Background: an optimization exercise with open tools, aiming at small area, a short achievable clock period and few clock cycles. Do not read the settings as production practice. Function was not checked in any run shown here: the RTL went through the layout flow alone. No activity file was given, so power comes from the tool's default toggle rates.

[design.v]
`timescale 1ns/1ps
package cache_pkg;
	localparam int ADDR_WIDTH = 32;                  
	localparam int DATA_WIDTH = 32;
	localparam int BYTE_SEL_WIDTH = $clog2(DATA_WIDTH / 8);
	localparam int TAG_MAX = 28;
	localparam int META_WIDTH = TAG_MAX + 2;
	typedef logic [DATA_WIDTH-1:0] word_t;
	typedef logic [DATA_WIDTH/8-1:0] byte_en_t;
	typedef struct packed {
		logic               valid;
		logic               dirty;
		logic [TAG_MAX-1:0] tag;
	} line_meta_t;
endpackage
`timescale 1ns/1ps
package mem_bus_pkg;
	localparam logic BUS_READ  = 1'b0;    
	localparam logic BUS_WRITE = 1'b1;    
	typedef enum logic [2:0] {
		IDLE      = 3'd0,    
		WB_BURST  = 3'd1,    
		WB_DONE   = 3'd2,    
		RF_BURST  = 3'd3,    
		RF_FINISH = 3'd4     
	} miss_state_t;
endpackage
`timescale 1ns/1ps
`timescale 1ns/1ps
`timescale 1ns/1ps
`timescale 1ns/1ps
module dcache_top #(
	parameter int NUM_WAYS     = 2,
	parameter int INDEX_WIDTH  = 2,
	parameter int OFFSET_WIDTH = 2
) (
	input  logic                             clk,
	input  logic                             rst,
	input  logic [cache_pkg::ADDR_WIDTH-1:0] cpu_addr,
	input  cache_pkg::byte_en_t              cpu_byte_en,
	input  logic                             cpu_read,
	input  logic                             cpu_write,
	input  cache_pkg::word_t                 cpu_wr_data,
	output cache_pkg::word_t                 cpu_rd_data,
	output logic                             cpu_stall,
	output logic [cache_pkg::ADDR_WIDTH-1:0] mem_addr,
	output logic                             mem_addr_valid,
	output logic                             mem_we,
	output cache_pkg::word_t                 mem_wr_data,
	output logic                             mem_wr_valid,
	output logic                             mem_wr_last,
	input  logic                             mem_addr_ready,
	input  logic                             mem_rd_valid,
	input  cache_pkg::word_t                 mem_rd_data,
	input  logic                             mem_wr_ready,
	input  logic                             mem_wr_done
);
	localparam int TW = 26;    
	logic          valid [2][4];
	logic          dirty [2][4];
	logic [TW-1:0] tag   [2][4];
	logic [31:0]   data  [2][4][4];
	logic          rr;
	logic       stall_q;         
	logic       req_missed;      
	logic       req_rf_started;  
	logic       start_q;         
	logic       miss_way;        
	logic       wr_q;            
	logic       wr_way_q;
	logic       av_q;            
	logic       wb_active;       
	logic       wb_set_hi, wb_set_lo;
	logic [1:0] wb_set;
	logic       wb_way;
	logic [1:0] wb_ld;           
	logic       wv_q;            
	logic       wl_q;            
	logic       rf_busy;         
	logic [1:0] rf_beat;
	logic [1:0] rf_set;
	logic       rf_way;
	logic [31:0] rd_q;
	logic [31:0] wd_q;
	logic [31:0] ma_q;
	logic        we_q;
	assign cpu_stall      = stall_q;
	assign cpu_rd_data    = rd_q;
	assign mem_addr       = ma_q;
	assign mem_addr_valid = av_q;
	assign mem_we         = we_q;
	assign mem_wr_data    = wd_q;
	assign mem_wr_valid   = wv_q;
	assign mem_wr_last    = wl_q;
	logic [1:0]    cset, coff;
	logic [TW-1:0] ctag;
	logic          req, look;
	logic          hit0, hit1, hit, hw;
	logic          v;              
	logic          wbneed;
	assign cset = cpu_addr[5:4];
	assign coff = cpu_addr[3:2];
	assign ctag = cpu_addr[31:6];
	assign req  = cpu_read | cpu_write;
	assign look = req & stall_q;
	assign hit0 = valid[0][cset] & (tag[0][cset] == ctag);
	assign hit1 = valid[1][cset] & (tag[1][cset] == ctag);
	assign hit  = hit0 | hit1;
	assign hw   = !hit0;
	assign v      = !valid[0][cset] ? 1'b0 : !valid[1][cset] ? 1'b1 : rr;
	assign wbneed = valid[v][cset] & dirty[v][cset];
	logic [1:0]  rsel_set, rsel_off;
	logic [31:0] rword0, rword1;
	assign rsel_set = wb_active ? wb_set : cset;
	assign rsel_off = wb_active ? wb_ld : coff;
	assign rword0   = data[0][rsel_set][rsel_off];
	assign rword1   = data[1][rsel_set][rsel_off];
	logic rf_word;       
	logic on_rf;         
	logic avail;
	logic res_rd, res_wr, res_arr, resolve, start_miss, can_start;
	logic merge;
	assign rf_word = rf_busy & mem_rd_valid & (rf_beat == coff) & (rf_set == cset);
	assign on_rf   = rf_busy & (rf_set == cset) & (rf_way == hw);
	assign avail   = !on_rf | (coff < rf_beat);
	assign res_rd  = cpu_read & hit & (avail | (on_rf & rf_word));
	assign res_wr  = cpu_write & hit & !rf_busy;
	assign res_arr = req_rf_started & rf_word;
	assign resolve = look & (req_missed ? res_arr : (res_rd | res_wr));
	assign can_start  = !av_q & !wb_active;
	assign start_miss = look & !req_missed & !hit & can_start;
	assign merge      = req_missed & req_rf_started & cpu_write & rf_word;
	logic take_a, take_w, rf_take, rf_we;
	assign take_a  = av_q & mem_addr_ready;
	assign take_w  = wv_q & mem_wr_ready;
	assign rf_take = take_a & !we_q;
	assign rf_we   = rf_busy & mem_rd_valid;
	always_ff @(posedge clk or negedge rst) begin
		if (!rst) begin
			stall_q        <= 1'b1;
			req_missed     <= 1'b0;
			req_rf_started <= 1'b0;
			start_q        <= 1'b0;
			wr_q           <= 1'b0;
			av_q           <= 1'b0;
			wb_active      <= 1'b0;
			wv_q           <= 1'b0;
			wl_q           <= 1'b0;
			rf_busy        <= 1'b0;
			rf_beat        <= 2'd0;
			rr             <= 1'b0;
		end else begin
			stall_q <= stall_q ? !resolve : 1'b1;
			wr_q    <= look & !req_missed & res_wr;
			start_q <= start_miss;
			if (start_q)
				rr <= !rr;
			if (resolve) begin
				req_missed     <= 1'b0;
				req_rf_started <= 1'b0;
			end else begin
				if (start_miss)
					req_missed <= 1'b1;
				if (rf_take)
					req_rf_started <= 1'b1;
			end
			if (start_miss)
				av_q <= 1'b1;
			else if (take_w && wl_q)
				av_q <= 1'b1;                
			else if (take_a)
				av_q <= 1'b0;
			if (start_miss && wbneed) begin
				wb_active <= 1'b1;
				wb_ld     <= 2'd0;
				wv_q      <= 1'b0;
			end else if (wb_active) begin
				if (take_a && we_q) begin
					wv_q  <= 1'b1;               
					wl_q  <= 1'b0;
					wb_ld <= 2'd1;
				end else if (take_w) begin
					if (wl_q) begin
						wb_active <= 1'b0;
						wv_q      <= 1'b0;
						wl_q      <= 1'b0;
					end else begin
						wl_q  <= (wb_ld == 2'd3);
						wb_ld <= wb_ld + 2'd1;
					end
				end
			end
			if (rf_take) begin
				rf_busy <= 1'b1;
				rf_beat <= 2'd0;
			end else if (rf_we) begin
				rf_beat <= rf_beat + 2'd1;
				if (rf_beat == 2'd3)
					rf_busy <= 1'b0;
			end
		end
	end
	always_ff @(posedge clk) begin
		rd_q     <= (rf_word & (req_missed | (rf_way == hw))) ? mem_rd_data :
		            hw ? rword1 : rword0;
		wr_way_q <= hw;
		if (start_miss) begin
			miss_way <= v;
			wb_set   <= cset;
			wb_way   <= v;
		end
		if (rf_take) begin
			rf_set <= cset;
			rf_way <= miss_way;
		end
		if (!av_q && !wb_active) begin
			ma_q <= wbneed ? {tag[v][cset], cset, 4'b0000} : {cpu_addr[31:4], 4'b0000};
			we_q <= wbneed;
		end else if (take_w && wl_q) begin
			ma_q <= {cpu_addr[31:4], 4'b0000};
			we_q <= 1'b0;
		end
		if (wb_active && (!wv_q || take_w))    
			wd_q <= wb_way ? rword1 : rword0;
	end
	always_ff @(posedge clk or negedge rst) begin
		if (!rst) begin
			for (int w = 0; w < 2; w++)
				for (int s = 0; s < 4; s++) begin
					valid[w][s] <= 1'b0;
					dirty[w][s] <= 1'b0;
				end
		end else begin
			for (int w = 0; w < 2; w++)
				for (int s = 0; s < 4; s++) begin
					if (start_q && miss_way == w[0] && cset == s[1:0]) begin
						valid[w][s] <= 1'b1;
						dirty[w][s] <= 1'b0;
					end
					if (wr_q && wr_way_q == w[0] && cset == s[1:0])
						dirty[w][s] <= 1'b1;
					if (merge && rf_way == w[0] && rf_set == s[1:0])
						dirty[w][s] <= 1'b1;
				end
		end
	end
	always_ff @(posedge clk) begin
		for (int w = 0; w < 2; w++)
			for (int s = 0; s < 4; s++)
				if (start_q && miss_way == w[0] && cset == s[1:0])
					tag[w][s] <= ctag;
	end
	logic [31:0] wdata;
	always_comb begin
		for (int b = 0; b < 4; b++)
			wdata[8*b +: 8] = (!rf_we || (merge && cpu_byte_en[b])) ?
				cpu_wr_data[8*b +: 8] : mem_rd_data[8*b +: 8];
	end
	always_ff @(posedge clk) begin
		for (int w = 0; w < 2; w++)
			for (int s = 0; s < 4; s++)
				for (int o = 0; o < 4; o++)
					for (int b = 0; b < 4; b++)
						if ((rf_we && rf_way == w[0] && rf_set == s[1:0] && rf_beat == o[1:0]) ||
							(wr_q && wr_way_q == w[0] && cset == s[1:0] && coff == o[1:0] &&
							 cpu_byte_en[b]))
							data[w][s][o][8*b +: 8] <= wdata[8*b +: 8];
	end
endmodule
[run.sh]
#!/bin/bash
# synth_recipe.tcl (not shown) runs the flow's synth.tcl, then flattens the netlist and writes it again
# the make line also repeats each setting of config.mk as NAME=value (left out here)
make -C /OpenROAD-flow-scripts/flow DESIGN_CONFIG=/design/flow/config.mk WORK_HOME=/design/flow/orfs CLKGATE_MAP_FILE= SYNTH_SCRIPT=/design/flow/synth_recipe.tcl finish
[config.mk]
export PLATFORM = sky130hd
export DESIGN_NAME = dcache_top
export DESIGN_NICKNAME = dcache_top
export VERILOG_FILES = /design/flow/design.v
export SDC_FILE = /design/flow/constraint.sdc
export NUM_CORES = 4
export LEC_CHECK = 0
export CAP_MARGIN = 20
export CORE_MARGIN = 2
export CORE_UTILIZATION = 40
export PLACE_DENSITY = 0.6
export SLEW_MARGIN = 20
[constraint.sdc]
create_clock -name core_clock -period 6.5 [get_ports {clk}]
set_input_delay 1.3000 -clock core_clock [delete_from_list [all_inputs] [get_ports {clk}]]
set_output_delay 1.3000 -clock core_clock [all_outputs]
set_load 0.01 [all_outputs]
==> impl_results.rst, run 1 <==
.. list-table::
   :header-rows: 1

   * - Metric
     - Value
   * - Number of slew-limit violations in the final report
     - 0
   * - Relative contribution of the clock network to total power
     - 34.3%
   * - First-pass GRT wire length
     - 222,000 µm
   * - Placed standard-cell area
     - 57,400 µm²
   * - Count of warnings emitted by yosys
     - 5
   * - Int Power
     - 16.8 mW
   * - Last weighted congestion value of the routability-driven placer
     - 0.870
   * - Synthesized netlist cell count
     - 3,128
   * - Class of the tightest hold or removal check
     - reg2reg
   * - Post-cts repair resize count
     - 0
   * - Hold_sp
     - valid[6]$_DFFE_PN0P_
   * - Routed Antenna Nets
     - 0
   * - Proportion of total power due to net switching
     - 27.8%
   * - CP Cell Sequence
     - buf_4, nor3b_1, o22a_4, a22oi_1, nand2_1, or4_1, o21ai_0, mux2i_1, mux2_2
   * - DIE AREA
     - 136,000 µm²
   * - Critical-path maximum fanout
     - 63
   * - Switch Pwr
     - 6.45 mW
   * - Number of design-rule violations left by the first detailed-router iteration
     - 4,216
   * - Max-cap check violation count
     - 0
   * - Overall die width
     - 369 µm
   * - Share of total power in combinational logic
     - 19.0%
   * - Total power divided by cell area
     - 375 nW/µm²
   * - Detailed-route vias per instance
     - 5.96
   * - Row count
     - 133
   * - Global-route usage over all layers
     - 22.8%
   * - Leakage
     - 21.1 nW
   * - Avg Synthesized Cell Area
     - 17.0 µm²
   * - Count of unique library cells instantiated by Yosys
     - 77
   * - PortBufs
     - 201
   * - Setup-violating endpoint count in the final report
     - 0
   * - Required time reported for the critical path endpoint
     - 7.20 ns
   * - Number of endpoints with negative hold slack in the final report
     - 0
   * - Largest net degree at the start of global routing
     - 64
   * - Area grow syn2layout
     - 16.1%
   * - Via count of the first global-routing pass
     - 30,400
   * - Starting Density
     - 40.4%
   * - Post-synth top flop
     - sky130_fd_sc_hd__edfxtp_1
   * - IO Pins
     - 209
   * - Crit end category
     - flip-flop
   * - Sequential cell area fraction in the yosys report
     - 75.9%
   * - Number of levels the H-tree was split into
     - 4
   * - Startpoint class of the critical path
     - primary input
   * - Initial antenna violation count
     - 7
   * - Critical path class
     - in2reg
   * - Vias after detailed routing
     - 31,095
   * - Worst endpoint data arrival time
     - 5.27 ns
   * - Clock Skew
     - 0.0256 ns
   * - Number of buffers between clock root and the deepest sink
     - 3
   * - Fill cells
     - 11,207
   * - Critical path origin
     - cpu_addr[5]
   * - Post CTS Setup Buffer Count
     - 0
   * - Final design instance area without fill
     - 61,900 µm²
   * - Sum of negative setup slack
     - 0 ns
   * - Most frequent standard cell in the layout excluding fill and tap cells
     - sky130_fd_sc_hd__edfxtp_1
   * - Clock insertion delay at the later pin of the skew report
     - 0.76 ns
   * - Final nets
     - 3,465
   * - Flip-flop and latch count after synthesis
     - 1,363
   * - Slew at the pin closest to its max-slew limit
     - 1.13 ns
   * - Post-route DRC violation count
     - 0
   * - Run status
     - no timing/DRC/antenna violations
   * - Cell area after technology mapping
     - 53,300 µm²
   * - Worst path max stage delay
     - 1.01 ns
   * - Detailed Route WL
     - 157,000 µm
   * - TritonCTS Buffers
     - 143
   * - Headroom to the max-slew limit
     - 25.0%
   * - Startpoint of the worst-slack reg-to-reg timing path
     - wb_active$_DFF_PN0_
   * - Slowest library cell on the worst path
     - sky130_fd_sc_hd__o22a_4
   * - Final worst path period share
     - 70.3%
   * - DRT Pass-1 Iters
     - 8
   * - Unrepaired setup endpoints after global routing
     - no
   * - Cell at the root of the clock tree
     - sky130_fd_sc_hd__clkbuf_16
   * - Commonest cells after routing, fill and taps aside
     - 1,301 x sky130_fd_sc_hd__edfxtp_1, 370 x sky130_fd_sc_hd__a22oi_1, 198 x sky130_fd_sc_hd__clkdlybuf4s50_1, 144 x sky130_fd_sc_hd__clkbuf_16, 131 x sky130_fd_sc_hd__a21o_1
   * - Seq. cell area
     - 40,500 µm²
   * - Multi-input gate area in the final layout
     - 12,100 µm²
   * - Routed wire per std cell
     - 30.2 µm
   * - TritonCTS clock tree
     - yes
   * - Async SR Flop Fraction
     - 2.13%
   * - Cts-stage hold buffer count
     - 0
   * - Number of flops mapped to enable cells by yosys
     - 1,301
   * - HPWL Detailed
     - 95,500 µm
   * - Sink count of the clock tree
     - 1,363
   * - Clock-pin slew on the worst setup and hold paths
     - 0.06 ns
   * - Share of layout cells above drive strength 1
     - 11.8%
   * - Timing-limited maximum frequency
     - 219 MHz
   * - Chip Height
     - 369 µm
   * - Portion of total power attributed to sequential cells
     - 46.8%
   * - Remaining Overflow, GRT
     - 0
   * - Placeable core region
     - 132,000 µm²
   * - Maximum resistive drop on vdd
     - 0.262 mV
   * - Final critical delay including setup and external delays
     - 4.57 ns
## registers in the layout, indices dropped and copies added (netlist names), 8 cells and up
| register | count |
|---|---|
| data | 1024 |
| tag | 208 |
| rd_q | 32 |
| wd_q | 32 |
| ma_q | 28 |
| dirty | 8 |
| valid | 8 |
## synth_stat cells (22+ instances only)
master                     instances  area, µm²
sky130_fd_sc_hd__a222oi_1         34        340
sky130_fd_sc_hd__dfrtp_1          28        701
sky130_fd_sc_hd__clkbuf_1         86        323
sky130_fd_sc_hd__buf_1            31        116
sky130_fd_sc_hd__buf_2            50        250
sky130_fd_sc_hd__a21o_1          131        983
sky130_fd_sc_hd__mux2i_1         114       1140
sky130_fd_sc_hd__a221oi_1         43        377
sky130_fd_sc_hd__nand2_1         127        477
sky130_fd_sc_hd__a22o_1           43        377
sky130_fd_sc_hd__mux2_2           66        743
sky130_fd_sc_hd__mux4_2           44        991
sky130_fd_sc_hd__a21oi_1          33        165
sky130_fd_sc_hd__nand4_1          41        257
sky130_fd_sc_hd__and2_1           35        219
sky130_fd_sc_hd__nor2_1          104        390
sky130_fd_sc_hd__a22oi_1         370       2780
sky130_fd_sc_hd__dfxtp_1          33        661
sky130_fd_sc_hd__xnor2_1          35        307
sky130_fd_sc_hd__nand3_1          51        255
sky130_fd_sc_hd__edfxtp_1       1301      39100
sky130_fd_sc_hd__o21ai_0          46        230
sky130_fd_sc_hd__and3_1           22        138
sky130_fd_sc_hd__inv_1            24       90.1
## layout make-up
cell class,instances,area share [%]
timing repair buffer,260,4.07
clock inverter,66,1.15
inverter,24,0.146
clock buffer,186,6.11
tap,1755,3.55
sequential,1363,65.4
antenna,1,0.00404
multi-input combinational,1558,19.6
## metrics by stage
step / power, mW / utilization [%] / hold WS, ns / std cells / worst slack (ns)
2_1_floorplan: 13.2 / - / 0.429 / 3131 / 2.10
4_1_cts: 23.3 / 46.9 / 0.468 / 5212 / 2.01
3_3_place_gp: 15.4 / 43.5 / 0.447 / 4958 / 1.24
3_5_place_dp: 15.4 / 43.5 / 0.450 / 4960 / 1.22
5_1_grt: 23.9 / 46.9 / 0.479 / 5212 / 1.85
6_report: 23.2 / 46.9 / 0.466 / 5213 / 1.93
## worst paths after layout
check | endpoint | slack [ns] | depth (start not counted)
max in group asynchronous | rf_beat[1]$_DFFE_PN0P_ | 5.38 | 1
min | valid[6]$_DFFE_PN0P_ | 0.47 | 1
max reg2reg | rd_q[23]$_DFF_P_ | 2.25 | 9
min in group asynchronous | rr$_DFFE_PN0P_ | 0.63 | 1
min reg2reg | valid[6]$_DFFE_PN0P_ | 0.47 | 1
max | rd_q[20]$_DFF_P_ | 1.93 | 9
## metal layers
metal	track usage [%]	part of all wire, %	vias to the layer above
li1	-	-	13220
met1	31.7	42	16170
met2	36.5	48	1437
met3	3.68	7.9	260
met4	7.47	3.0	8
met5	0	0.027	-
## power by group through the flow
stage	registers, mW	clock network (mW)	logic, mW
3_5_place_dp	11.0	0	4.40
3_3_place_gp	11.0	0	4.35
6_report	10.9	7.95	4.40
4_1_cts	10.9	8.01	4.41
2_1_floorplan	11.1	0	2.08
5_1_grt	10.9	8.36	4.67
## logic make-up after synthesis
kind of cell	synth area share [%]
xor gates and xnor gates	0.687
other	0.00703
adders and majority gates	0.164
AOI/OAI and AO/OA	11.1
DFF	75.9
and+or+nand+nor	4.64
buffers and inverters	1.82
muxes	5.69
## critical path: cells and delay by family
kind / cells / cell delay [ns]
simple gates: 3 / 1.11
mux: 2 / 0.60
buf+inv: 1 / 0.66
compound gates: 3 / 1.50
==> inputs of run 2 (changes only) <==
--- a/config.mk
+++ b/config.mk
@@ -9,4 +9,5 @@
 export CORE_MARGIN = 2
 export CORE_UTILIZATION = 40
 export PLACE_DENSITY = 0.6
+export SETUP_SLACK_MARGIN = 3.8
 export SLEW_MARGIN = 20
==> impl_results.rst, run 2 <==
.. list-table::
   :header-rows: 1

   * - Metric
     - Value
   * - Flip-flop and latch count after synthesis
     - 1,363 (unchanged)
   * - Number of buffer and inverter instances along the worst setup path
     - 3 (was 1)
   * - Synthesized netlist cell count
     - 3,128 (unchanged)
   * - Final design instance area without fill
     - 70,900 µm² (was 61,900 µm²)
   * - Fill cells
     - 10,190 (was 11,207)
   * - Largest net degree at the start of global routing
     - 37 (was 64)
   * - Register ranked first by flip-flop count
     - data (unchanged)
   * - Slowest library cell on the worst path
     - sky130_fd_sc_hd__mux4_2 (was sky130_fd_sc_hd__o22a_4)
   * - Unrepaired setup endpoints after global routing
     - yes (was no)
   * - DIE AREA
     - 136,000 µm² (unchanged)
   * - Number of buffers between clock root and the deepest sink
     - 3 (unchanged)
   * - Remaining Overflow, GRT
     - 0 (unchanged)
   * - Number of design-rule violations left by the first detailed-router iteration
     - 5,818 (was 4,216)
   * - Top cell type's share of synthesized area
     - 73.3% (unchanged)
   * - Clock Skew
     - 0.0414 ns (was 0.0256 ns)
   * - Number of endpoints with negative hold slack in the final report
     - 0 (unchanged)
   * - HPWL Detailed
     - 97,200 µm (was 95,500 µm)
   * - Leakage
     - 24.6 nW (was 21.1 nW)
   * - Fraction of the core area covered by cells at the end of the flow
     - 53.8% (was 46.9%)
   * - Final critical delay including setup and external delays
     - 3.55 ns (was 4.57 ns)
   * - Cell at the root of the clock tree
     - sky130_fd_sc_hd__clkbuf_16 (unchanged)
   * - Max-cap check violation count
     - 0 (unchanged)
   * - CP Cell Sequence
     - buf_16, mux4_2, xnor2_4, nand4_1, and4bb_1, nand4_4, xnor2_2, o21ai_4, buf_12, buf_16, mux2_2 (was buf_4, nor3b_1, o22a_4, a22oi_1, nand2_1, or4_1, o21ai_0, mux2i_1, mux2_2)
   * - Vias after detailed routing
     - 36,807 (was 31,095)
   * - Async SR Flop Fraction
     - 2.13% (unchanged)
   * - Worst endpoint data arrival time
     - 4.21 ns (was 5.27 ns)
   * - Largest registers
     - data (1024), tag (208) (unchanged)
   * - Sink count of the clock tree
     - 1,363 (unchanged)
   * - Share of total power in combinational logic
     - 26.9% (was 19.0%)
   * - Area grow syn2layout
     - 33.0% (was 16.1%)
   * - Number of levels the H-tree was split into
     - 4 (unchanged)
   * - Switch Pwr
     - 7.73 mW (was 6.45 mW)
   * - Proportion of total power due to net switching
     - 30.1% (was 27.8%)
   * - Placed standard-cell area
     - 59,200 µm² (was 57,400 µm²)
   * - Starting Density
     - 40.4% (unchanged)
   * - Timing-limited maximum frequency
     - 282 MHz (was 219 MHz)
   * - Total power divided by cell area
     - 362 nW/µm² (was 375 nW/µm²)
   * - Library cell appearing most often on the critical path
     - sky130_fd_sc_hd__buf_16
   * - Maximum resistive drop on vdd
     - 0.269 mV (was 0.262 mV)
   * - Post-route DRC violation count
     - 0 (unchanged)
   * - Last weighted congestion value of the routability-driven placer
     - 0.897 (was 0.870)
   * - Class of the tightest hold or removal check
     - reg2reg (unchanged)
   * - Number of flops mapped to enable cells by yosys
     - 1,301 (unchanged)
   * - Crit end category
     - flip-flop (unchanged)
   * - Cells taking the most area after synthesis
     - sky130_fd_sc_hd__edfxtp_1 73%, sky130_fd_sc_hd__a22oi_1 5.2%, sky130_fd_sc_hd__mux2i_1 2.1%, sky130_fd_sc_hd__mux4_2 1.9%, sky130_fd_sc_hd__a21o_1 1.8% (unchanged)
   * - Cts-stage hold buffer count
     - 0 (unchanged)
   * - Number of placed cells counting well taps
     - 4,954 (was 4,960)
   * - Largest area contributor in the netlist
     - sky130_fd_sc_hd__edfxtp_1 (unchanged)
   * - Final nets
     - 3,910 (was 3,465)
   * - Placeable core region
     - 132,000 µm² (unchanged)
   * - Routed wire per std cell
     - 37.1 µm (was 30.2 µm)
   * - IO Pins
     - 209 (unchanged)
   * - DRT Pass-1 Iters
     - 6 (was 8)
   * - Sequential cell area fraction in the yosys report
     - 75.9% (unchanged)
   * - Relative contribution of the clock network to total power
     - 31.0% (was 34.3%)
   * - PortBufs
     - 201 (unchanged)
   * - Initial antenna violation count
     - 9 (was 7)
   * - Clock insertion delay at the later pin of the skew report
     - 0.79 ns (was 0.76 ns)
   * - Clock-pin slew on the worst setup and hold paths
     - 0.06 ns (about the same)
   * - Largest register FFs
     - 1,024 (unchanged)
   * - Critical path class
     - in2reg (unchanged)
   * - Most frequent standard cell in the layout excluding fill and tap cells
     - sky130_fd_sc_hd__edfxtp_1 (unchanged)
   * - First-pass GRT wire length
     - 282,000 µm (was 222,000 µm)
   * - Cell area after technology mapping
     - 53,300 µm² (unchanged)
   * - Top cell family by delay on the critical path
     - multiplexers (was compound AO/OA/AOI/OAI gates)
   * - Slew at the pin closest to its max-slew limit
     - 1.09 ns (was 1.13 ns)
   * - Portion of total power attributed to sequential cells
     - 42.1% (was 46.8%)
   * - Final worst path period share
     - 54.6% (was 70.3%)
   * - Commonest cells after routing, fill and taps aside
     - 1,301 x sky130_fd_sc_hd__edfxtp_1, 341 x sky130_fd_sc_hd__a22oi_1, 190 x sky130_fd_sc_hd__buf_4, 161 x sky130_fd_sc_hd__clkbuf_16, 157 x sky130_fd_sc_hd__mux2_4 (was 1,301 x sky130_fd_sc_hd__edfxtp_1, 370 x sky130_fd_sc_hd__a22oi_1, 198 x sky130_fd_sc_hd__clkdlybuf4s50_1, 144 x sky130_fd_sc_hd__clkbuf_16, 131 x sky130_fd_sc_hd__a21o_1)
   * - TritonCTS Buffers
     - 144 (was 143)
   * - Row count
     - 133 (unchanged)
   * - Overall die width
     - 369 µm (unchanged)
   * - TritonCTS clock tree
     - yes (unchanged)
   * - Int Power
     - 17.9 mW (was 16.8 mW)
   * - Place WS
     - 1.05 ns (was 1.22 ns)
   * - Chip Height
     - 369 µm (unchanged)
   * - Headroom to the max-slew limit
     - 27.0% (was 25.0%)
   * - Count of unique library cells instantiated by Yosys
     - 77 (unchanged)
   * - Top-count cell post-synth
     - sky130_fd_sc_hd__edfxtp_1 (unchanged)
   * - Sum of negative setup slack
     - 0 ns (unchanged)
   * - Worst path max stage delay
     - 0.57 ns (was 1.01 ns)
   * - Most common library cells after synthesis
     - 1,301 x sky130_fd_sc_hd__edfxtp_1, 370 x sky130_fd_sc_hd__a22oi_1, 131 x sky130_fd_sc_hd__a21o_1, 127 x sky130_fd_sc_hd__nand2_1, 114 x sky130_fd_sc_hd__mux2i_1 (unchanged)
   * - Detailed-route vias per instance
     - 6.49 (was 5.96)
   * - Startpoint class of the critical path
     - primary input (unchanged)
   * - Via count of the first global-routing pass
     - 34,635 (was 30,400)
   * - Count of warnings emitted by yosys
     - 5 (unchanged)
   * - Required time reported for the critical path endpoint
     - 7.16 ns (was 7.20 ns)
   * - Setup-violating endpoint count in the final report
     - 0 (unchanged)
   * - Run status
     - no timing/DRC/antenna violations (unchanged)
   * - Worst-case setup margin in the final layout
     - 2.95 ns (was 1.93 ns)
   * - Global-route usage over all layers
     - 29.9% (was 22.8%)
   * - Post-synth top flop
     - sky130_fd_sc_hd__edfxtp_1 (unchanged)
   * - Number of standard cells in the final layout excluding fillers
     - 5,668 (was 5,213)
   * - Detailed Route WL
     - 210,000 µm (was 157,000 µm)
   * - Routed Antenna Nets
     - 0 (unchanged)
   * - Avg Synthesized Cell Area
     - 17.0 µm² (unchanged)
   * - Critical-path maximum fanout
     - 8 (was 63)
   * - Share of layout cells above drive strength 1
     - 34.1% (was 11.8%)
   * - Number of slew-limit violations in the final report
     - 0 (unchanged)
==> run 2: cell counts after synthesis <==
Identical to the previous run, type by type.
==> run 2: logic make-up (layout without fill, tap and decap cells) <==
family          after synthesis  count (layout)  synth area share [%]
fa+ha+maj                     7               7                 0.164
mux                         237             333                  5.69
xor+xnor                     41              41                 0.687
compound gates              781             815                  11.1
buf+inv                     210             853                  1.82
other cells                   1              12               0.00703
flops                      1363            1363                  75.9
simple gates                488             489                  4.64
==> run 2: final timing paths <==
check                                            end  slack [ns]            startpoint  depth (start not counted)
worst max-delay path                rd_q[20]$_DFF_P_        2.95           cpu_addr[4]                         11
worst min-delay path            valid[7]$_DFFE_PN0P_        0.47  valid[7]$_DFFE_PN0P_                          1
worst max register to register      rd_q[20]$_DFF_P_        3.29  tag[2][24]$_DFFE_PP_                         10
worst min register to register  valid[7]$_DFFE_PN0P_        0.47  valid[7]$_DFFE_PN0P_                          1
max in group asynchronous           wv_q$_DFFE_PN0P_        5.19                   rst                          2
min in group asynchronous        wb_active$_DFF_PN0_        0.94                   rst                          2
==> run 2: area by class of cell <==
type | instances | area [µm²] | share of cell area [%]
inverter | 24 | 105 | 0.148
antenna | 8 | 20.0 | 0.0282
multi-input combinational | 1689 | 17100 | 24.2
clock buffer | 194 | 3910 | 5.51
timing repair inverter | 1 | 7.51 | 0.0106
timing repair buffer | 572 | 6550 | 9.23
tap | 1755 | 2200 | 3.09
sequential | 1363 | 40500 | 57.0
clock inverter | 62 | 553 | 0.779
==> run 2: routing by layer <==
metal	share of wire, %	wire length, µm	up-vias	global-route usage, %
li1	-	-	14451	-
met1	36	76000	18884	38.6
met2	45	95200	2808	46.0
met3	12	24900	658	7.99
met4	6.6	13900	6	16.6
met5	0.018	37	-	0
==> run 2: per-stage QoR <==
stage	hold slack, ns	power [mW]
2_1_floorplan	0.429	13.4
3_3_place_gp	0.457	15.5
3_5_place_dp	0.458	15.6
4_1_cts	0.469	25.0
5_1_grt	0.488	26.2
6_report	0.465	25.7
==> run 2: what timing repair did <==
item | CTS | global route
buffers inserted | 213 | 67
pin swaps | 89 | 56
setup endpoints to repair | 2485 | 1685
resized for setup | 765 | 157
cloned | 156 | 14
==> run 2: power by group through the flow <==
stage / Combinational, mW / Sequential [mW] / Clock (mW)
after floorplan: 2.36 / 11.1 / 0
after global placement: 4.54 / 11.0 / 0
after detailed placement: 4.58 / 11.0 / 0
after CTS: 6.23 / 10.8 / 7.96
after global routing: 7.05 / 10.8 / 8.31
final: 6.91 / 10.8 / 7.95
==> inputs of run 3 (changes only) <==
--- a/design.v
+++ b/design.v
@@ -70,7 +70,6 @@
 	logic       wr_way_q;
 	logic       av_q;            
 	logic       wb_active;       
-	logic       wb_set_hi, wb_set_lo;
 	logic [1:0] wb_set;
 	logic       wb_way;
 	logic [1:0] wb_ld;           
@@ -80,16 +79,15 @@
 	logic [1:0] rf_beat;
 	logic [1:0] rf_set;
 	logic       rf_way;
-	logic [31:0] rd_q;
-	logic [31:0] wd_q;
-	logic [31:0] ma_q;
+	logic [31:0] out_q;
+	logic [27:0] ma_q;
 	logic        we_q;
 	assign cpu_stall      = stall_q;
-	assign cpu_rd_data    = rd_q;
-	assign mem_addr       = ma_q;
+	assign cpu_rd_data    = out_q;
+	assign mem_addr       = {ma_q, 4'b0000};
 	assign mem_addr_valid = av_q;
 	assign mem_we         = we_q;
-	assign mem_wr_data    = wd_q;
+	assign mem_wr_data    = out_q;
 	assign mem_wr_valid   = wv_q;
 	assign mem_wr_last    = wl_q;
 	logic [1:0]    cset, coff;
@@ -103,8 +101,15 @@
 	assign ctag = cpu_addr[31:6];
 	assign req  = cpu_read | cpu_write;
 	assign look = req & stall_q;
-	assign hit0 = valid[0][cset] & (tag[0][cset] == ctag);
-	assign hit1 = valid[1][cset] & (tag[1][cset] == ctag);
+	logic [3:0] m0, m1;
+	always_comb begin
+		for (int s = 0; s < 4; s++) begin
+			m0[s] = valid[0][s] & (tag[0][s] == ctag);
+			m1[s] = valid[1][s] & (tag[1][s] == ctag);
+		end
+	end
+	assign hit0 = m0[cset];
+	assign hit1 = m1[cset];
 	assign hit  = hit0 | hit1;
 	assign hw   = !hit0;
 	assign v      = !valid[0][cset] ? 1'b0 : !valid[1][cset] ? 1'b1 : rr;
@@ -123,7 +128,7 @@
 	assign rf_word = rf_busy & mem_rd_valid & (rf_beat == coff) & (rf_set == cset);
 	assign on_rf   = rf_busy & (rf_set == cset) & (rf_way == hw);
 	assign avail   = !on_rf | (coff < rf_beat);
-	assign res_rd  = cpu_read & hit & (avail | (on_rf & rf_word));
+	assign res_rd  = cpu_read & hit & avail;
 	assign res_wr  = cpu_write & hit & !rf_busy;
 	assign res_arr = req_rf_started & rf_word;
 	assign resolve = look & (req_missed ? res_arr : (res_rd | res_wr));
@@ -201,8 +206,9 @@
 		end
 	end
 	always_ff @(posedge clk) begin
-		rd_q     <= (rf_word & (req_missed | (rf_way == hw))) ? mem_rd_data :
-		            hw ? rword1 : rword0;
+		if (!(wb_active && wv_q && !take_w))    
+			out_q <= (!wb_active && req_missed && rf_word) ? mem_rd_data :
+			         (wb_active ? wb_way : hw) ? rword1 : rword0;
 		wr_way_q <= hw;
 		if (start_miss) begin
 			miss_way <= v;
@@ -214,14 +220,12 @@
 			rf_way <= miss_way;
 		end
 		if (!av_q && !wb_active) begin
-			ma_q <= wbneed ? {tag[v][cset], cset, 4'b0000} : {cpu_addr[31:4], 4'b0000};
+			ma_q <= wbneed ? {tag[v][cset], cset} : cpu_addr[31:4];
 			we_q <= wbneed;
 		end else if (take_w && wl_q) begin
-			ma_q <= {cpu_addr[31:4], 4'b0000};
+			ma_q <= cpu_addr[31:4];
 			we_q <= 1'b0;
 		end
-		if (wb_active && (!wv_q || take_w))    
-			wd_q <= wb_way ? rword1 : rword0;
 	end
 	always_ff @(posedge clk or negedge rst) begin
 		if (!rst) begin
--- a/config.mk
+++ b/config.mk
@@ -9,5 +9,5 @@
 export CORE_MARGIN = 2
 export CORE_UTILIZATION = 40
 export PLACE_DENSITY = 0.6
-export SETUP_SLACK_MARGIN = 3.8
+export SETUP_SLACK_MARGIN = 3.7
 export SLEW_MARGIN = 20
==> impl_results.rst, run 3 <==
.. list-table::
   :header-rows: 1

   * - Metric
     - Value
   * - Run status
     - no timing/DRC/antenna violations (unchanged)
   * - Initial antenna violation count
     - 7 (was 9)
   * - HPWL Detailed
     - 130,000 µm (was 97,200 µm)
   * - Cts-stage hold buffer count
     - 0 (unchanged)
   * - Final worst path period share
     - 50.0% (was 54.6%)
   * - Most common library cells after synthesis
     - 1,301 x sky130_fd_sc_hd__edfxtp_1, 255 x sky130_fd_sc_hd__a22oi_1, 162 x sky130_fd_sc_hd__nand2_1, 159 x sky130_fd_sc_hd__o21ai_0, 139 x sky130_fd_sc_hd__a21o_1 (was 1,301 x sky130_fd_sc_hd__edfxtp_1, 370 x sky130_fd_sc_hd__a22oi_1, 131 x sky130_fd_sc_hd__a21o_1, 127 x sky130_fd_sc_hd__nand2_1, 114 x sky130_fd_sc_hd__mux2i_1)
   * - Proportion of total power due to net switching
     - 22.1% (was 30.1%)
   * - Most frequent standard cell in the layout excluding fill and tap cells
     - sky130_fd_sc_hd__edfxtp_1 (unchanged)
   * - Overall die width
     - 374 µm (was 369 µm)
   * - Fill cells
     - 10,822 (was 10,190)
   * - Global-route usage over all layers
     - 30.3% (was 29.9%)
   * - Top cell type's share of synthesized area
     - 71.3% (was 73.3%)
   * - Post-route DRC violation count
     - 0 (unchanged)
   * - Number of design-rule violations left by the first detailed-router iteration
     - 7,005 (was 5,818)
   * - Critical-path maximum fanout
     - 14 (was 8)
   * - Vias after detailed routing
     - 40,764 (was 36,807)
   * - Top-count cell post-synth
     - sky130_fd_sc_hd__edfxtp_1 (unchanged)
   * - Final nets
     - 4,343 (was 3,910)
   * - Post-synth top flop
     - sky130_fd_sc_hd__edfxtp_1 (unchanged)
   * - Sink count of the clock tree
     - 1,331 (was 1,363)
   * - TritonCTS Buffers
     - 140 (was 144)
   * - Switch Pwr
     - 4.00 mW (was 7.73 mW)
   * - Final critical delay including setup and external delays
     - 3.25 ns (was 3.55 ns)
   * - Max-cap check violation count
     - 0 (unchanged)
   * - Cell at the root of the clock tree
     - sky130_fd_sc_hd__clkbuf_16 (unchanged)
   * - Clock Skew
     - 0.0326 ns (was 0.0414 ns)
   * - Detailed Route WL
     - 233,000 µm (was 210,000 µm)
   * - DIE AREA
     - 140,000 µm² (was 136,000 µm²)
   * - Largest register FFs
     - 1,024 (unchanged)
   * - Routed Antenna Nets
     - 0 (unchanged)
   * - Sum of negative setup slack
     - 0 ns (unchanged)
   * - Commonest cells after routing, fill and taps aside
     - 1,301 x sky130_fd_sc_hd__edfxtp_1, 291 x sky130_fd_sc_hd__buf_4, 250 x sky130_fd_sc_hd__a22oi_1, 158 x sky130_fd_sc_hd__clkbuf_16, 138 x sky130_fd_sc_hd__nand2_1 (was 1,301 x sky130_fd_sc_hd__edfxtp_1, 341 x sky130_fd_sc_hd__a22oi_1, 190 x sky130_fd_sc_hd__buf_4, 161 x sky130_fd_sc_hd__clkbuf_16, 157 x sky130_fd_sc_hd__mux2_4)
   * - Share of total power in combinational logic
     - 4.7% (was 26.9%)
   * - Row count
     - 135 (was 133)
   * - Sequential cell area fraction in the yosys report
     - 72.6% (was 75.9%)
   * - Register ranked first by flip-flop count
     - data (unchanged)
   * - Synthesized netlist cell count
     - 3,578 (was 3,128)
   * - Critical path class
     - in2reg (unchanged)
   * - DRT Pass-1 Iters
     - 8 (was 6)
   * - Maximum resistive drop on vdd
     - 0.221 mV (was 0.269 mV)
   * - Clock insertion delay at the later pin of the skew report
     - 0.81 ns (was 0.79 ns)
   * - Cells taking the most area after synthesis
     - sky130_fd_sc_hd__edfxtp_1 71%, sky130_fd_sc_hd__a22oi_1 3.5%, sky130_fd_sc_hd__xnor2_1 2.1%, sky130_fd_sc_hd__a21o_1 1.9%, sky130_fd_sc_hd__o21ai_0 1.5% (was sky130_fd_sc_hd__edfxtp_1 73%, sky130_fd_sc_hd__a22oi_1 5.2%, sky130_fd_sc_hd__mux2i_1 2.1%, sky130_fd_sc_hd__mux4_2 1.9%, sky130_fd_sc_hd__a21o_1 1.8%)
   * - Avg Synthesized Cell Area
     - 15.3 µm² (was 17.0 µm²)
   * - Timing-limited maximum frequency
     - 308 MHz (was 282 MHz)
   * - Largest area contributor in the netlist
     - sky130_fd_sc_hd__edfxtp_1 (unchanged)
   * - PortBufs
     - 201 (unchanged)
   * - Largest registers
     - data (1024), tag (208), out_q (32) (was data (1024), tag (208))
   * - Int Power
     - 14.1 mW (was 17.9 mW)
   * - Max layer used
     - met5 (unchanged)
   * - First-pass GRT wire length
     - 296,000 µm (was 282,000 µm)
   * - Place WS
     - 1.23 ns (was 1.05 ns)
   * - Worst endpoint data arrival time
     - 3.78 ns (was 4.21 ns)
   * - Class of the tightest hold or removal check
     - reg2reg (unchanged)
   * - Number of slew-limit violations in the final report
     - 0 (unchanged)
   * - Number of levels the H-tree was split into
     - 4 (unchanged)
   * - Count of unique library cells instantiated by Yosys
     - 78 (was 77)
   * - Largest net degree at the start of global routing
     - 39 (was 37)
   * - Total power divided by cell area
     - 251 nW/µm² (was 362 nW/µm²)
   * - Detailed-route vias per instance
     - 6.66 (was 6.49)
   * - Crit end category
     - flip-flop (unchanged)
   * - TritonCTS clock tree
     - yes (unchanged)
   * - Portion of total power attributed to sequential cells
     - 52.0% (was 42.1%)
   * - Clock-pin slew on the worst setup and hold paths
     - 0.06 ns (about the same)
   * - Number of flops mapped to enable cells by yosys
     - 1,301 (unchanged)
   * - Flip-flop and latch count after synthesis
     - 1,331 (was 1,363)
   * - Total power
     - 18.1 mW (was 25.7 mW)
   * - Routed wire per std cell
     - 38.1 µm (was 37.1 µm)
   * - Slew at the pin closest to its max-slew limit
     - 1.11 ns (was 1.09 ns)
   * - IO Pins
     - 209 (unchanged)
   * - Routed wl met3
     - 32,000 µm (was 24,900 µm)
   * - Remaining Overflow, GRT
     - 0 (unchanged)
   * - Area grow syn2layout
     - 31.5% (was 33.0%)
   * - Number of endpoints with negative hold slack in the final report
     - 0 (unchanged)
   * - Unrepaired setup endpoints after global routing
     - yes (unchanged)
   * - Chip Height
     - 374 µm (was 369 µm)
   * - Relative contribution of the clock network to total power
     - 43.3% (was 31.0%)
   * - Met1 wire length
     - 82,700 µm (was 76,000 µm)
   * - Worst-case setup margin in the final layout
     - 3.25 ns (was 2.95 ns)
   * - Share of layout cells above drive strength 1
     - 30.2% (was 34.1%)
   * - Leakage
     - 24.8 nW (was 24.6 nW)
   * - Count of warnings emitted by yosys
     - 5 (unchanged)
   * - Headroom to the max-slew limit
     - 25.9% (was 27.0%)
   * - Last weighted congestion value of the routability-driven placer
     - 1.01 (was 0.897)
   * - Startpoint class of the critical path
     - primary input (unchanged)
   * - Number of buffers between clock root and the deepest sink
     - 3 (unchanged)
   * - Setup-violating endpoint count in the final report
     - 0 (unchanged)
   * - Starting Density
     - 40.4% (about the same)
   * - Async SR Flop Fraction
     - 2.18% (was 2.13%)
   * - Wire length on met2
     - 103,000 µm (was 95,200 µm)
   * - Required time reported for the critical path endpoint
     - 7.03 ns (was 7.16 ns)
   * - Via count of the first global-routing pass
     - 36,674 (was 34,635)
   * - Cell area after technology mapping
     - 54,800 µm² (was 53,300 µm²)
   * - Placeable core region
     - 136,000 µm² (was 132,000 µm²)
run 3: changes by cell type after synthesis, moves of 54 or more:
| cell | before | now |
|---|---|---|
| sky130_fd_sc_hd__a22oi_1 | 370 | 255 |
| sky130_fd_sc_hd__buf_2 | 50 | 104 |
| sky130_fd_sc_hd__mux2i_1 | 114 | 33 |
| sky130_fd_sc_hd__o21ai_0 | 46 | 159 |
| sky130_fd_sc_hd__xnor2_1 | 35 | 131 |
| sky130_fd_sc_hd__xor2_1 | 5 | 81 |
run 3: timing repair:
item                                    4_1_cts  5_1_grt
gates cloned                                 49       88
endpoints found under the setup margin     2334     1465
buffers inserted                            178      107
gates resized for setup                     610      324
pin swaps                                    87       68
run 3: final timing paths:
check                      slack (ns)            startpoint  cells after the start              endpoint
hold / removal                   0.52  valid[7]$_DFFE_PN0P_                      1  valid[7]$_DFFE_PN0P_
min in group asynchronous        0.89                   rst                      2      wv_q$_DFFE_PN0P_
max in group asynchronous        5.25                   rst                      2     stall_q$_DFF_PN1_
hold reg to reg                  0.52  valid[7]$_DFFE_PN0P_                      1  valid[7]$_DFFE_PN0P_
setup / recovery                 3.25           cpu_addr[3]                     10   out_q[30]$_DFFE_PN_
setup reg to reg                 3.34   wb_active$_DFF_PN0_                      7   out_q[30]$_DFFE_PN_
run 3: per-layer routing:
metal / up-vias / track usage [%]
li1: 15953 / -
met1: 20530 / 39.8
met2: 3490 / 46.2
met3: 779 / 7.72
met4: 12 / 16.3
met5: - / 0
run 3: critical path, stage by stage:
cell and delay [ns]:
sky130_fd_sc_hd__buf_12 0.10, sky130_fd_sc_hd__buf_4 0.11, sky130_fd_sc_hd__buf_4 0.10, sky130_fd_sc_hd__or2_4 0.26, sky130_fd_sc_hd__o21a_2 0.41, sky130_fd_sc_hd__buf_4 0.44
sky130_fd_sc_hd__o21ai_0 0.21, sky130_fd_sc_hd__nor4_2 0.34, sky130_fd_sc_hd__nor2_1 0.16, sky130_fd_sc_hd__a221o_1 0.32
run 3: layout make-up:
| cell class | instances | area [µm²] | share of cell area (%) |
|---|---|---|---|
| inverters | 18 | 115 | 0.160 |
| clock inverters | 68 | 599 | 0.831 |
| diodes | 3 | 7.51 | 0.0104 |
| flip-flops and latches | 1331 | 39800 | 55.2 |
| well taps | 1781 | 2230 | 3.09 |
| clock buffers | 182 | 3800 | 5.27 |
| multi-input cells | 2079 | 18400 | 25.6 |
| repair buffers | 658 | 7090 | 9.83 |
run 3: logic make-up (layout without fill, tap and decap cells):
group / Yosys count / count (layout) / synth area share, %
compound gates: 1010 / 1012 / 13.6
xor+xnor: 212 / 212 / 3.39
fa+ha+maj: 7 / 7 / 0.160
buf+inv: 269 / 926 / 2.38
flops: 1331 / 1331 / 72.6
mux: 81 / 176 / 1.72
other cells: 1 / 7 / 0.00684
simple gates: 667 / 668 / 6.13
run 3: power groups by stage:
stage               sequential [mW]  clock (mW)  combinational, mW
floorplan                      9.59           0              0.317
global placement               9.59           0              0.546
detailed placement             9.59           0              0.552
CTS                            9.41        7.84              0.711
global route                   9.41        8.16              0.860
finish                         9.41        7.84              0.845
run 3: per-stage QoR:
step | util [%] | hold WS, ns | std cells | instance area, µm²
CTS | 50.6 | 0.497 | 5919 | 68700
detailed placement | 44.5 | 0.478 | 5442 | 60500
global placement | 44.5 | 0.474 | 5440 | 60400
floorplan | - | 0.449 | 3581 | 56400
global route | 53.1 | 0.532 | 6117 | 72100
finish | 53.1 | 0.517 | 6120 | 72100
==> inputs of run 4 (changes only) <==
--- a/design.v
+++ b/design.v
@@ -70,7 +70,6 @@
 	logic       wr_way_q;
 	logic       av_q;            
 	logic       wb_active;       
-	logic [1:0] wb_set;
 	logic       wb_way;
 	logic [1:0] wb_ld;           
 	logic       wv_q;            
@@ -112,29 +111,38 @@
 	assign hit1 = m1[cset];
 	assign hit  = hit0 | hit1;
 	assign hw   = !hit0;
-	assign v      = !valid[0][cset] ? 1'b0 : !valid[1][cset] ? 1'b1 : rr;
-	assign wbneed = valid[v][cset] & dirty[v][cset];
-	logic [1:0]  rsel_set, rsel_off;
+	logic [3:0]    vs, wbn;
+	logic [TW-1:0] vtag [4];
+	always_comb begin
+		for (int s = 0; s < 4; s++) begin
+			vs[s]   = !valid[0][s] ? 1'b0 : !valid[1][s] ? 1'b1 : rr;
+			wbn[s]  = valid[vs[s]][s] & dirty[vs[s]][s];
+			vtag[s] = tag[vs[s]][s];
+		end
+	end
+	assign v      = vs[cset];
+	assign wbneed = wbn[cset];
+	logic [1:0]  rsel_off;
 	logic [31:0] rword0, rword1;
-	assign rsel_set = wb_active ? wb_set : cset;
 	assign rsel_off = wb_active ? wb_ld : coff;
-	assign rword0   = data[0][rsel_set][rsel_off];
-	assign rword1   = data[1][rsel_set][rsel_off];
-	logic rf_word;       
+	assign rword0   = data[0][cset][rsel_off];
+	assign rword1   = data[1][cset][rsel_off];
+	logic myword_q;      
+	logic rf_mine;       
 	logic on_rf;         
 	logic avail;
 	logic res_rd, res_wr, res_arr, resolve, start_miss, can_start;
 	logic merge;
-	assign rf_word = rf_busy & mem_rd_valid & (rf_beat == coff) & (rf_set == cset);
+	assign rf_mine = myword_q & mem_rd_valid;
 	assign on_rf   = rf_busy & (rf_set == cset) & (rf_way == hw);
 	assign avail   = !on_rf | (coff < rf_beat);
 	assign res_rd  = cpu_read & hit & avail;
 	assign res_wr  = cpu_write & hit & !rf_busy;
-	assign res_arr = req_rf_started & rf_word;
+	assign res_arr = rf_mine;
 	assign resolve = look & (req_missed ? res_arr : (res_rd | res_wr));
 	assign can_start  = !av_q & !wb_active;
 	assign start_miss = look & !req_missed & !hit & can_start;
-	assign merge      = req_missed & req_rf_started & cpu_write & rf_word;
+	assign merge      = cpu_write & rf_mine;
 	logic take_a, take_w, rf_take, rf_we;
 	assign take_a  = av_q & mem_addr_ready;
 	assign take_w  = wv_q & mem_wr_ready;
@@ -154,7 +162,11 @@
 			rf_busy        <= 1'b0;
 			rf_beat        <= 2'd0;
 			rr             <= 1'b0;
+			myword_q       <= 1'b0;
 		end else begin
+			myword_q <= ((req_rf_started && !rf_mine) || rf_take) &&
+			            (rf_take || (rf_busy && !(rf_we && rf_beat == 2'd3))) &&
+			            ((rf_take ? 2'd0 : rf_we ? rf_beat + 2'd1 : rf_beat) == coff);
 			stall_q <= stall_q ? !resolve : 1'b1;
 			wr_q    <= look & !req_missed & res_wr;
 			start_q <= start_miss;
@@ -207,12 +219,11 @@
 	end
 	always_ff @(posedge clk) begin
 		if (!(wb_active && wv_q && !take_w))    
-			out_q <= (!wb_active && req_missed && rf_word) ? mem_rd_data :
+			out_q <= rf_mine ? mem_rd_data :
 			         (wb_active ? wb_way : hw) ? rword1 : rword0;
 		wr_way_q <= hw;
 		if (start_miss) begin
 			miss_way <= v;
-			wb_set   <= cset;
 			wb_way   <= v;
 		end
 		if (rf_take) begin
@@ -220,7 +231,7 @@
 			rf_way <= miss_way;
 		end
 		if (!av_q && !wb_active) begin
-			ma_q <= wbneed ? {tag[v][cset], cset} : cpu_addr[31:4];
+			ma_q <= wbneed ? {vtag[cset], cset} : cpu_addr[31:4];
 			we_q <= wbneed;
 		end else if (take_w && wl_q) begin
 			ma_q <= cpu_addr[31:4];
--- a/config.mk
+++ b/config.mk
@@ -5,9 +5,10 @@
 export SDC_FILE = /design/flow/constraint.sdc
 export NUM_CORES = 4
 export LEC_CHECK = 0
+export ABC_CLOCK_PERIOD_IN_PS = 2000
 export CAP_MARGIN = 20
 export CORE_MARGIN = 2
 export CORE_UTILIZATION = 40
 export PLACE_DENSITY = 0.6
-export SETUP_SLACK_MARGIN = 3.7
+export SETUP_SLACK_MARGIN = 3.65
 export SLEW_MARGIN = 20
==> impl_results.rst, run 4 <==
.. list-table::
   :header-rows: 1

   * - Metric
     - Value
   * - Hold_sp
     - req_missed$_DFFE_PN0P_ (was valid[7]$_DFFE_PN0P_)
   * - Largest net degree at the start of global routing
     - 54 (was 39)
   * - Number of flops mapped to enable cells by yosys
     - 1,299 (was 1,301)
   * - Sequential cell area fraction in the yosys report
     - 71.2% (was 72.6%)
   * - Vias after detailed routing
     - 38,669 (was 40,764)
   * - Startpoint of the worst-slack reg-to-reg timing path
     - wb_ld[0]$_SDFFCE_PP0P_ (was wb_active$_DFF_PN0_)
   * - Top-count cell post-synth
     - sky130_fd_sc_hd__edfxtp_1 (unchanged)
   * - Remaining Overflow, GRT
     - 0 (unchanged)
   * - Cell at the root of the clock tree
     - sky130_fd_sc_hd__clkbuf_16 (unchanged)
   * - DRT Pass-1 Iters
     - 6 (was 8)
   * - Reg-to-reg critical path endpoint
     - out_q[11]$_DFFE_PN_ (was out_q[30]$_DFFE_PN_)
   * - Largest register FFs
     - 1,024 (unchanged)
   * - Startpoint class of the critical path
     - primary input (unchanged)
   * - Fraction of the core area covered by cells at the end of the flow
     - 49.6% (was 53.1%)
   * - Max-cap check violation count
     - 0 (unchanged)
   * - Cell area after technology mapping
     - 55,900 µm² (was 54,800 µm²)
   * - Total power divided by cell area
     - 348 nW/µm² (was 251 nW/µm²)
   * - Share of total power in combinational logic
     - 22.7% (was 4.7%)
   * - WHS Endpoint
     - wr_q$_DFF_PN0_ (was valid[7]$_DFFE_PN0P_)
   * - Leakage
     - 23.5 nW (was 24.8 nW)
   * - Required time reported for the critical path endpoint
     - 7.01 ns (was 7.03 ns)
   * - Cells taking the most area after synthesis
     - sky130_fd_sc_hd__edfxtp_1 70%, sky130_fd_sc_hd__xnor2_1 3.3%, sky130_fd_sc_hd__mux2i_1 2.7%, sky130_fd_sc_hd__a22oi_1 2.0%, sky130_fd_sc_hd__a21o_1 1.9% (was sky130_fd_sc_hd__edfxtp_1 71%, sky130_fd_sc_hd__a22oi_1 3.5%, sky130_fd_sc_hd__xnor2_1 2.1%, sky130_fd_sc_hd__a21o_1 1.9%, sky130_fd_sc_hd__o21ai_0 1.5%)
   * - Commonest cells after routing, fill and taps aside
     - 1,299 x sky130_fd_sc_hd__edfxtp_1, 218 x sky130_fd_sc_hd__buf_4, 199 x sky130_fd_sc_hd__nand2_1, 173 x sky130_fd_sc_hd__xnor2_1, 151 x sky130_fd_sc_hd__a22oi_1 (was 1,301 x sky130_fd_sc_hd__edfxtp_1, 291 x sky130_fd_sc_hd__buf_4, 250 x sky130_fd_sc_hd__a22oi_1, 158 x sky130_fd_sc_hd__clkbuf_16, 138 x sky130_fd_sc_hd__nand2_1)
   * - HPWL Detailed
     - 134,000 µm (was 130,000 µm)
   * - Most frequent standard cell in the layout excluding fill and tap cells
     - sky130_fd_sc_hd__edfxtp_1 (unchanged)
   * - Count of warnings emitted by yosys
     - 6 (was 5)
   * - Relative contribution of the clock network to total power
     - 33.3% (was 43.3%)
   * - Async SR Flop Fraction
     - 2.26% (was 2.18%)
   * - Post-route DRC violation count
     - 0 (unchanged)
   * - Area grow syn2layout
     - 23.5% (was 31.5%)
   * - Clock-pin slew on the worst setup and hold paths
     - 0.06 ns (about the same)
   * - Flip-flop and latch count after synthesis
     - 1,330 (was 1,331)
   * - Class of the tightest hold or removal check
     - reg2reg (unchanged)
   * - Starting Density
     - 40.2% (was 40.4%)
   * - Worst R2R Setup Slack
     - 3.39 ns (was 3.34 ns)
   * - Number of design-rule violations left by the first detailed-router iteration
     - 6,746 (was 7,005)
   * - Crit end category
     - flip-flop (unchanged)
   * - Final critical delay including setup and external delays
     - 3.24 ns (was 3.25 ns)
   * - IO Pins
     - 209 (unchanged)
   * - CP Cell Sequence
     - buf_6, buf_12, xnor2_4, nand4_1, nor4_2, a21oi_2, nor4_4, inv_2, buf_6, buf_12, buf_16, mux2i_1, o211ai_1 (was buf_12, buf_4, buf_4, or2_4, o21a_2, buf_4, o21ai_0, nor4_2, nor2_1, a221o_1)
   * - Avg Synthesized Cell Area
     - 15.2 µm² (was 15.3 µm²)
   * - TritonCTS Buffers
     - 142 (was 140)
   * - First-pass GRT wire length
     - 300,000 µm (was 296,000 µm)
   * - Routed Antenna Nets
     - 0 (unchanged)
   * - Worst path max stage delay
     - 0.41 ns (was 0.44 ns)
   * - Synthesized netlist cell count
     - 3,688 (was 3,578)
   * - Last weighted congestion value of the routability-driven placer
     - 1.01 (about the same)
   * - Sum of negative setup slack
     - 0 ns (unchanged)
   * - Maximum resistive drop on vdd
     - 0.290 mV (was 0.221 mV)
   * - Run status
     - no timing/DRC/antenna violations (unchanged)
   * - Largest area contributor in the netlist
     - sky130_fd_sc_hd__edfxtp_1 (unchanged)
   * - Switch Pwr
     - 7.25 mW (was 4.00 mW)
   * - Detailed-route vias per instance
     - 6.37 (was 6.66)
   * - Detailed Route WL
     - 223,000 µm (was 233,000 µm)
   * - Initial antenna violation count
     - 4 (was 7)
   * - Multi-input gate area in the final layout
     - 16,600 µm² (was 18,400 µm²)
   * - Final nets
     - 4,192 (was 4,343)
   * - Setup-violating endpoint count in the final report
     - 0 (unchanged)
   * - Number of endpoints with negative hold slack in the final report
     - 0 (unchanged)
   * - Hold depth
     - 1 (unchanged)
   * - DIE AREA
     - 143,000 µm² (was 140,000 µm²)
   * - Number of levels the H-tree was split into
     - 4 (unchanged)
   * - Total power
     - 24.0 mW (was 18.1 mW)
   * - Largest registers
     - data (1024), tag (208), out_q (32) (unchanged)
   * - Int Power
     - 16.8 mW (was 14.1 mW)
   * - Global-route usage over all layers
     - 30.6% (was 30.3%)
   * - Critical path class
     - in2reg (unchanged)
   * - Post-synth top flop
     - sky130_fd_sc_hd__edfxtp_1 (unchanged)
   * - Headroom to the max-slew limit
     - 20.7% (was 25.9%)
   * - Seq. cell area
     - 39,800 µm² (about the same)
   * - Unrepaired setup endpoints after global routing
     - yes (unchanged)
   * - Top cell type's share of synthesized area
     - 69.8% (was 71.3%)
   * - Proportion of total power due to net switching
     - 30.2% (was 22.1%)
   * - Number of slew-limit violations in the final report
     - 0 (unchanged)
   * - Placeable core region
     - 139,000 µm² (was 136,000 µm²)
   * - PortBufs
     - 201 (unchanged)
   * - Fill cells
     - 11,803 (was 10,822)
   * - Number of buffers between clock root and the deepest sink
     - 3 (unchanged)
   * - Timing-limited maximum frequency
     - 309 MHz (was 308 MHz)
   * - Count of unique library cells instantiated by Yosys
     - 84 (was 78)
   * - Clock Skew
     - 0.0318 ns (was 0.0326 ns)
   * - Sink count of the clock tree
     - 1,330 (was 1,331)
   * - Overall die width
     - 378 µm (was 374 µm)
   * - Worst endpoint data arrival time
     - 3.75 ns (was 3.78 ns)
   * - Via count of the first global-routing pass
     - 36,149 (was 36,674)
   * - Share of layout cells above drive strength 1
     - 23.9% (was 30.2%)
   * - Row count
     - 137 (was 135)
   * - Critical-path maximum fanout
     - 5 (was 14)
   * - Slowest library cell on the worst path
     - sky130_fd_sc_hd__nor4_2 (was sky130_fd_sc_hd__buf_4)
   * - Most common library cells after synthesis
     - 1,299 x sky130_fd_sc_hd__edfxtp_1, 210 x sky130_fd_sc_hd__xnor2_1, 204 x sky130_fd_sc_hd__nand2_1, 152 x sky130_fd_sc_hd__a22oi_1, 150 x sky130_fd_sc_hd__mux2i_1 (was 1,301 x sky130_fd_sc_hd__edfxtp_1, 255 x sky130_fd_sc_hd__a22oi_1, 162 x sky130_fd_sc_hd__nand2_1, 159 x sky130_fd_sc_hd__o21ai_0, 139 x sky130_fd_sc_hd__a21o_1)
   * - Slew at the pin closest to its max-slew limit
     - 1.19 ns (was 1.11 ns)
   * - Worst Reg2Reg Path Length in Cells
     - 10 (was 7)
   * - TritonCTS clock tree
     - yes (unchanged)
   * - Portion of total power attributed to sequential cells
     - 44.0% (was 52.0%)
   * - Chip Height
     - 378 µm (was 374 µm)
   * - Routed wire per std cell
     - 36.7 µm (was 38.1 µm)
   * - Register ranked first by flip-flop count
     - data (unchanged)
   * - Final worst path period share
     - 49.8% (was 50.0%)
   * - Clock insertion delay at the later pin of the skew report
     - 0.79 ns (was 0.81 ns)
## run 4: layout make-up
class                      count  area share (%)
clock buffer                 189            5.54
clock inverter                66           0.954
sequential                  1330            57.7
inverter                      14          0.0961
tap                         1876            3.40
timing repair buffer         525            8.23
multi-input combinational   2065            24.1
antenna                        4          0.0145
## run 4: critical path, delay by kind of cell
kind	cells	cell delay, ns
XOR/XNOR	1	0.19
AO/OA/AOI/OAI	2	0.24
multiplexers	1	0.16
AND/OR/NAND/NOR	3	1.08
buffers and inverters	6	0.77
## run 4: kinds of logic after synthesis
| family | Yosys count | share of synthesized area (%) |
|---|---|---|
| xor gates and xnor gates | 214 | 3.35 |
| DFF | 1330 | 71.2 |
| AOI/OAI and AO/OA | 998 | 13.0 |
| buffers and inverters | 303 | 2.69 |
| and+or+nand+nor | 610 | 5.26 |
| other | 1 | 0.00671 |
| adders and majority gates | 6 | 0.134 |
| muxes | 226 | 4.40 |
## run 4: power by group through the flow
stage | combinational, mW | clock, mW | sequential (mW)
after global routing | 5.61 | 8.33 | 10.6
after CTS | 5.22 | 8.01 | 10.6
after detailed placement | 4.82 | 0 | 10.8
after global placement | 4.80 | 0 | 10.7
final | 5.45 | 7.99 | 10.6
after floorplan | 2.53 | 0 | 10.7
## run 4: worst max path at each step
stage,cells past startpoint,startpoint,endpoint,slack (ns)
final,13,cpu_addr[24],out_q[2]$_DFFE_PN_,3.26
after global placement,10,cpu_addr[3],out_q[13]$_DFFE_PN_,1.04
after CTS,11,cpu_addr[24],out_q[13]$_DFFE_PN_,3.40
after floorplan,7,cpu_addr[4],data[16][0]$_DFFE_PP_,3.27
after global routing,13,cpu_addr[24],out_q[2]$_DFFE_PN_,3.27
after detailed placement,10,cpu_addr[3],out_q[13]$_DFFE_PN_,0.97
## run 4: metal layers
layer,global-route usage (%),part of all wire (%),routed length [µm]
met5,0,0.0072,16
met2,45.7,44,97900
met3,7.53,13,28100
met1,42.9,39,86600
met4,12.1,4.4,9900
## run 4: through the flow
stage                     worst slack (ns)  hold WS [ns]  cell area (µm²)  cells
after floorplan                       3.27         0.446            56700   3691
after global placement                1.04         0.466            60500   5607
after detailed placement             0.970         0.474            60500   5607
after CTS                             3.40         0.487            68500   6040
after global routing                  3.27         0.506            69000   6065
final                                 3.26         0.503            69000   6069
## run 4: repair_timing
action	4_1_cts	5_1_grt
buffers inserted	159	18
hold buffers	0	0
pin swaps	78	36
cloned	19	5
setup endpoints to repair	2432	479
resized for setup	671	81
endpoints found under the hold margin	0	0
==> inputs of run 5 (changes only) <==
--- a/config.mk
+++ b/config.mk
@@ -5,10 +5,11 @@
 export SDC_FILE = /design/flow/constraint.sdc
 export NUM_CORES = 4
 export LEC_CHECK = 0
-export ABC_CLOCK_PERIOD_IN_PS = 2000
 export CAP_MARGIN = 20
 export CORE_MARGIN = 2
 export CORE_UTILIZATION = 40
+export CTS_CLUSTER_DIAMETER = 60
+export CTS_CLUSTER_SIZE = 20
 export PLACE_DENSITY = 0.6
 export SETUP_SLACK_MARGIN = 3.65
 export SLEW_MARGIN = 20
==> impl_results.rst, run 5 <==
.. list-table::
   :header-rows: 1

   * - Metric
     - Value
   * - TritonCTS clock tree
     - yes (unchanged)
   * - Area grow syn2layout
     - 21.8% (was 23.5%)
   * - Placed standard-cell area
     - 60,500 µm² (unchanged)
   * - PortBufs
     - 201 (unchanged)
   * - Worst-case setup margin in the final layout
     - 3.24 ns (was 3.26 ns)
   * - Largest net degree at the start of global routing
     - 54 (unchanged)
   * - Top cell type's share of synthesized area
     - 69.8% (unchanged)
   * - Async SR Flop Fraction
     - 2.26% (unchanged)
   * - Headroom to the max-slew limit
     - 18.4% (was 20.7%)
   * - Number of placed cells counting well taps
     - 5,607 (unchanged)
   * - Clock-pin slew on the worst setup and hold paths
     - 0.08 ns (was 0.06 ns)
   * - Critical path class
     - in2reg (unchanged)
   * - Worst Hold Slack
     - 0.502 ns (was 0.503 ns)
   * - Starting Density
     - 40.2% (unchanged)
   * - Maximum resistive drop on vdd
     - 0.264 mV (was 0.290 mV)
   * - Post-synth top flop
     - sky130_fd_sc_hd__edfxtp_1 (unchanged)
   * - Number of slew-limit violations in the final report
     - 0 (unchanged)
   * - Remaining Overflow, GRT
     - 0 (unchanged)
   * - Critical-path maximum fanout
     - 7 (was 5)
   * - Number of standard cells in the final layout excluding fillers
     - 5,991 (was 6,069)
   * - Detailed Route WL
     - 221,000 µm (was 223,000 µm)
   * - Run status
     - no timing/DRC/antenna violations (unchanged)
   * - Class of the tightest hold or removal check
     - reg2reg (unchanged)
==> run 5: cell counts after synthesis <==
Identical to the previous run, type by type.
==> run 5: cell type report <==
type                    count  area, µm²
well taps                1876       2350
clock buffers             113       2650
multi-input cells        2064      16700
repair buffers            515       5610
diodes                      3       7.51
inverters                  14       61.3
fillers                 11837      71000
flip-flops and latches   1330      39800
clock inverters            76        891
==> run 5: repair_timing <==
| item | in CTS | in global routing |
|---|---|---|
| pin swaps | 75 | 19 |
| gates resized for setup | 669 | 73 |
| cloned | 21 | 2 |
| endpoints found under the hold margin | 0 | 0 |
| setup buffers | 161 | 5 |
| setup endpoints to repair | 2433 | 747 |
==> run 5: final timing paths <==
| kind | end | startpoint | slack [ns] | depth (start not counted) |
|---|---|---|---|---|
| hold / removal | wr_q$_DFF_PN0_ | req_missed$_DFFE_PN0P_ | 0.50 | 1 |
| min in group asynchronous | valid[2]$_DFFE_PN0P_ | rst | 0.67 | 1 |
| setup / recovery | wb_ld[0]$_SDFFCE_PP0P_ | cpu_addr[21] | 3.24 | 11 |
| max in group asynchronous | av_q$_DFFE_PN0P_ | rst | 5.16 | 1 |
| hold reg to reg | wr_q$_DFF_PN0_ | req_missed$_DFFE_PN0P_ | 0.50 | 1 |
| setup reg to reg | out_q[11]$_DFFE_PN_ | wb_ld[0]$_SDFFCE_PP0P_ | 3.35 | 10 |
==> run 5: worst register-to-register path, cell delays in order (launching register included) <==
cell and delay, ns:
sky130_fd_sc_hd__edfxtp_1 0.52, sky130_fd_sc_hd__buf_4 0.22, sky130_fd_sc_hd__or3b_4 0.45, sky130_fd_sc_hd__buf_12 0.16, sky130_fd_sc_hd__nand2_8 0.14, sky130_fd_sc_hd__buf_12 0.27
sky130_fd_sc_hd__a221oi_1 0.20, sky130_fd_sc_hd__nor3_1 0.39, sky130_fd_sc_hd__a2111o_1 0.21, sky130_fd_sc_hd__mux2i_1 0.08, sky130_fd_sc_hd__o211ai_1 0.30
==> run 5: cells by family after synthesis <==
| kind of cell | count (synthesis) |
|---|---|
| AOI/OAI and AO/OA | 998 |
| xor gates and xnor gates | 214 |
| adders and majority gates | 6 |
| buffers and inverters | 303 |
| DFF | 1330 |
| muxes | 226 |
| other | 1 |
| and+or+nand+nor | 610 |
==> run 5: per-layer routing <==
metal	global-route usage [%]	part of all wire, %
met2	45.2	44
met1	42.7	38
met5	0	0.0036
met4	12.6	4.6
met3	7.55	13
==> run 5: report_power, final <==
| part | leakage [nW] | internal, mW | switching [mW] |
|---|---|---|---|
| sequential | 12.2 | 10.3 | 0.264 |
| clock | 1.72 | 3.38 | 3.39 |
| combinational | 9.12 | 1.95 | 3.55 |

-- port drivers added, routing unchanged --
The results above use ideal ports. As a check the final layouts listed here were re-extracted and re-timed, cells and wires unchanged. Step 1 (the two cells are an assumption about what drives the block):
set clk [get_ports {clk}]
set_driving_cell -lib_cell sky130_fd_sc_hd__clkbuf_16 $clk
set_driving_cell -lib_cell sky130_fd_sc_hd__buf_2 [delete_from_list [all_inputs] $clk]
Step 2 times the ports against the registers' clock, not the clock port: input delays grow and output delays shrink by t, the midpoint of the rising clock arrivals with the driver on. a / b / c = ideal ports / drivers / drivers and shift; a / b = the first two.
run | shift t [ns] | setup WS [ns] | latest minus earliest clock arrival (ns) | worst register clock-pin slew, ns | worst data-port slew with drivers (ns)
run 1 | 0.830 | 1.927 / 1.982 / 1.152 | 0.030 / 0.030 | 0.07 / 0.07 | 0.10
run 2 | 0.849 | 2.953 / 2.743 / 1.894 | 0.045 / 0.044 | 0.07 / 0.07 | 0.32
run 3 | 0.876 | 3.248 / 3.161 / 2.285 | 0.034 / 0.034 | 0.07 / 0.07 | 0.27
run 4 | 0.863 | 3.264 / 3.199 / 2.336 | 0.039 / 0.040 | 0.07 / 0.07 | 0.27
run 5 | 0.832 | 3.241 / 3.156 / 2.324 | 0.040 / 0.040 | 0.08 / 0.08 | 0.32
After both steps every run listed still meets setup and hold. For run 2, which loses most, drivers alone change the setup slack by -0.210 ns; drivers and shift together by -1.059 ns.
